Background: an optimization exercise with open tools, aiming at small area, a short achievable clock period and few clock cycles per item. Do not read the settings as production practice.
RTL that was checked went through simulation tests only; none was proved equivalent to the original.

// aes128_iter_encrypt
module aes128_iter_encrypt #(
  parameter int Nb = 128,
  parameter int UNROLL = 1
) (
  input  logic          clk,
  input  logic          reset,
  input  logic          in_valid,
  output logic          in_ready,
  input  logic [Nb-1:0] plain_text,
  input  logic [Nb-1:0] round_key,
  output logic          out_valid,
  input  logic          out_ready,
  output logic [Nb-1:0] cipher_text,
  output logic          busy
);
clock: 9.0 ns
lec_check: 0
cap_margin: 20
core_margin: 2
core_utilization: 45
place_density: 0.6
setup_slack_margin: 5
slew_margin: 20
synth_hierarchical: 1
synth_minimum_keep_size: 0
run.sh (not shown) runs the stock make flow with config.mk's settings and CLKGATE_MAP_FILE= SYNTH_SCRIPT=/design/flow/synth_recipe.tcl, a recipe that flattens the netlist after the stock synthesis.
Testbench counts at the start, summed over its fixed seeds: cycles 8,040, items 800.
Then changed:
- CTS_BUF_LIST: unset -> sky130_fd_sc_hd__clkbuf_8
Effect: The new run went through all stages and came out clean. Clock-buffer cell count goes up by 31. Design area drops by 0.30%. Wire length grows by 0.50%. Cell count rises by 1.2%. Global-route usage went up by 0.23 points. Area after synthesis does not change.


Another version of the RTL of aes128_iter_encrypt (not shown whole).
For scale: roughly 5,200 cells after synthesis, about 750 flip-flops, ~390 I/O pins, ~57,000 sq um of cells after synthesis.
Settings: LEC_CHECK=0, CAP_MARGIN=20, CORE_MARGIN=2, CORE_UTILIZATION=45, CTS_BUF_LIST=sky130_fd_sc_hd__clkbuf_8, PLACE_DENSITY=0.6, SETUP_SLACK_MARGIN=5, SLEW_MARGIN=20, SYNTH_HIERARCHICAL=1, SYNTH_MINIMUM_KEEP_SIZE=0; clock period 9.0 ns.
standard.sh (not shown) runs the stock make flow with config.mk's settings and CLKGATE_MAP_FILE= SYNTH_SCRIPT=/design/flow/synth_recipe.tcl, a recipe that flattens the netlist after the stock synthesis.
==> flow/flow/run.sh <==
#!/bin/bash
# The standard layout (standard.sh, which passes its arguments to ORFS's make), with
# these ORFS settings added or overridden on make's command line:
#   BUFFER_PORTS_ARGS=-buffer_cell sky130_fd_sc_hd__buf_1
#   SETUP_SLACK_MARGIN=5.3
# make's output goes to make.log; each ORFS step writes its own log under orfs/logs.
set -euo pipefail
bash standard.sh BUFFER_PORTS_ARGS=-buffer_cell\ sky130_fd_sc_hd__buf_1 SETUP_SLACK_MARGIN=5.3 finish > make.log 2>&1
The baseline passed the timing, DRC and antenna checks.
Then changed:
==> flow/run.sh (new file) <==
#!/bin/bash
# synth_recipe.tcl (not shown) runs the flow's synth.tcl, then flattens the netlist and writes it again
# the make line also repeats each setting of config.mk as NAME=value (left out here)
make -C /OpenROAD-flow-scripts/flow DESIGN_CONFIG=/design/flow/config.mk WORK_HOME=/design/flow/orfs CLKGATE_MAP_FILE= SYNTH_SCRIPT=/design/flow/synth_recipe.tcl finish
CTS_BUF_LIST = unset   (was sky130_fd_sc_hd__clkbuf_8)
removed: flow/flow/run.sh
removed: flow/standard.sh
Effect:
- The new run completed with no timing, DRC or antenna violations
- synthesized cell count stays the same
- final area decreases by 2.8%
- wire length goes down by 2.9%
- die area is unchanged
- sequential cell count stays the same
- global-route usage falls by 0.67 points
- final cell count drops by 2.6%
- first-iteration DRC count does not change
- register-to-register slack gets worse by 0.29 ns
- area after synthesis stays the same
Then changed:
==> flow/flow/run.sh (new file) <==
#!/bin/bash
# The standard layout (standard.sh, which passes its arguments to ORFS's make), with
# these ORFS settings added or overridden on make's command line:
#   BUFFER_PORTS_ARGS=-buffer_cell sky130_fd_sc_hd__buf_1
# make's output goes to make.log; each ORFS step writes its own log under orfs/logs.
set -euo pipefail
bash standard.sh BUFFER_PORTS_ARGS=-buffer_cell\ sky130_fd_sc_hd__buf_1 finish > make.log 2>&1
==> flow/standard.sh (new file) <==
#!/bin/bash
# synth_recipe.tcl (not shown) runs the flow's synth.tcl, then flattens the netlist and writes it again
# the make line also repeats each setting of config.mk as NAME=value (left out here)
make -C /OpenROAD-flow-scripts/flow DESIGN_CONFIG=/design/flow/config.mk WORK_HOME=/design/flow/orfs CLKGATE_MAP_FILE= SYNTH_SCRIPT=/design/flow/synth_recipe.tcl "${@:-finish}"
CTS_BUF_LIST = sky130_fd_sc_hd__clkbuf_8   (was unset)
removed: flow/run.sh
Outcome: Register-to-register slack stays flat; count of clock-buffer cells in the layout goes up by 38; clock skew grows by 0.0053 ns; utilization goes down by 2.1 points; area after synthesis does not change; fmax barely changes; non-clock buffer count rose by 6.
No run of this note included a check of the RTL's function; only the layout flow was run.

-- static timing again, ports no longer ideal --
No port has a modelled driver above. Below, the same layouts with a new extraction and two added sets of constraints. Step 1 (the two cells are an assumption about what drives the block):
set clk [get_ports {clk}]
set_driving_cell -lib_cell sky130_fd_sc_hd__clkbuf_16 $clk
set_driving_cell -lib_cell sky130_fd_sc_hd__buf_2 [delete_from_list [all_inputs] $clk]
Step 2 adds t to the input delays and takes it off the output delays; t is the mean of the earliest and latest rising clock arrival at the registers after step 1. Input paths then give back, and output paths get back, about the clock's delay inside the block. a / b / c = ideal / step 1 / step 2; a / b = the first two.
run	t, ns	setup slack, ns	cell pins on the clock port's net
the first run of note 1	0.778	4.965 / 4.965 / 4.491	1
the second run of note 1	0.946	5.075 / 5.039 / 4.501	1
the first run of note 2	0.950	5.362 / 5.362 / 4.678	1
the second run of note 2	0.782	5.072 / 5.072 / 4.565	1
the third run of note 2	0.960	5.069 / 5.069 / 4.300	1
After both steps every run listed still meets setup and hold. For the third run of note 2, which loses most, drivers alone change the setup slack by 0.000 ns; drivers and shift together by -0.769 ns.
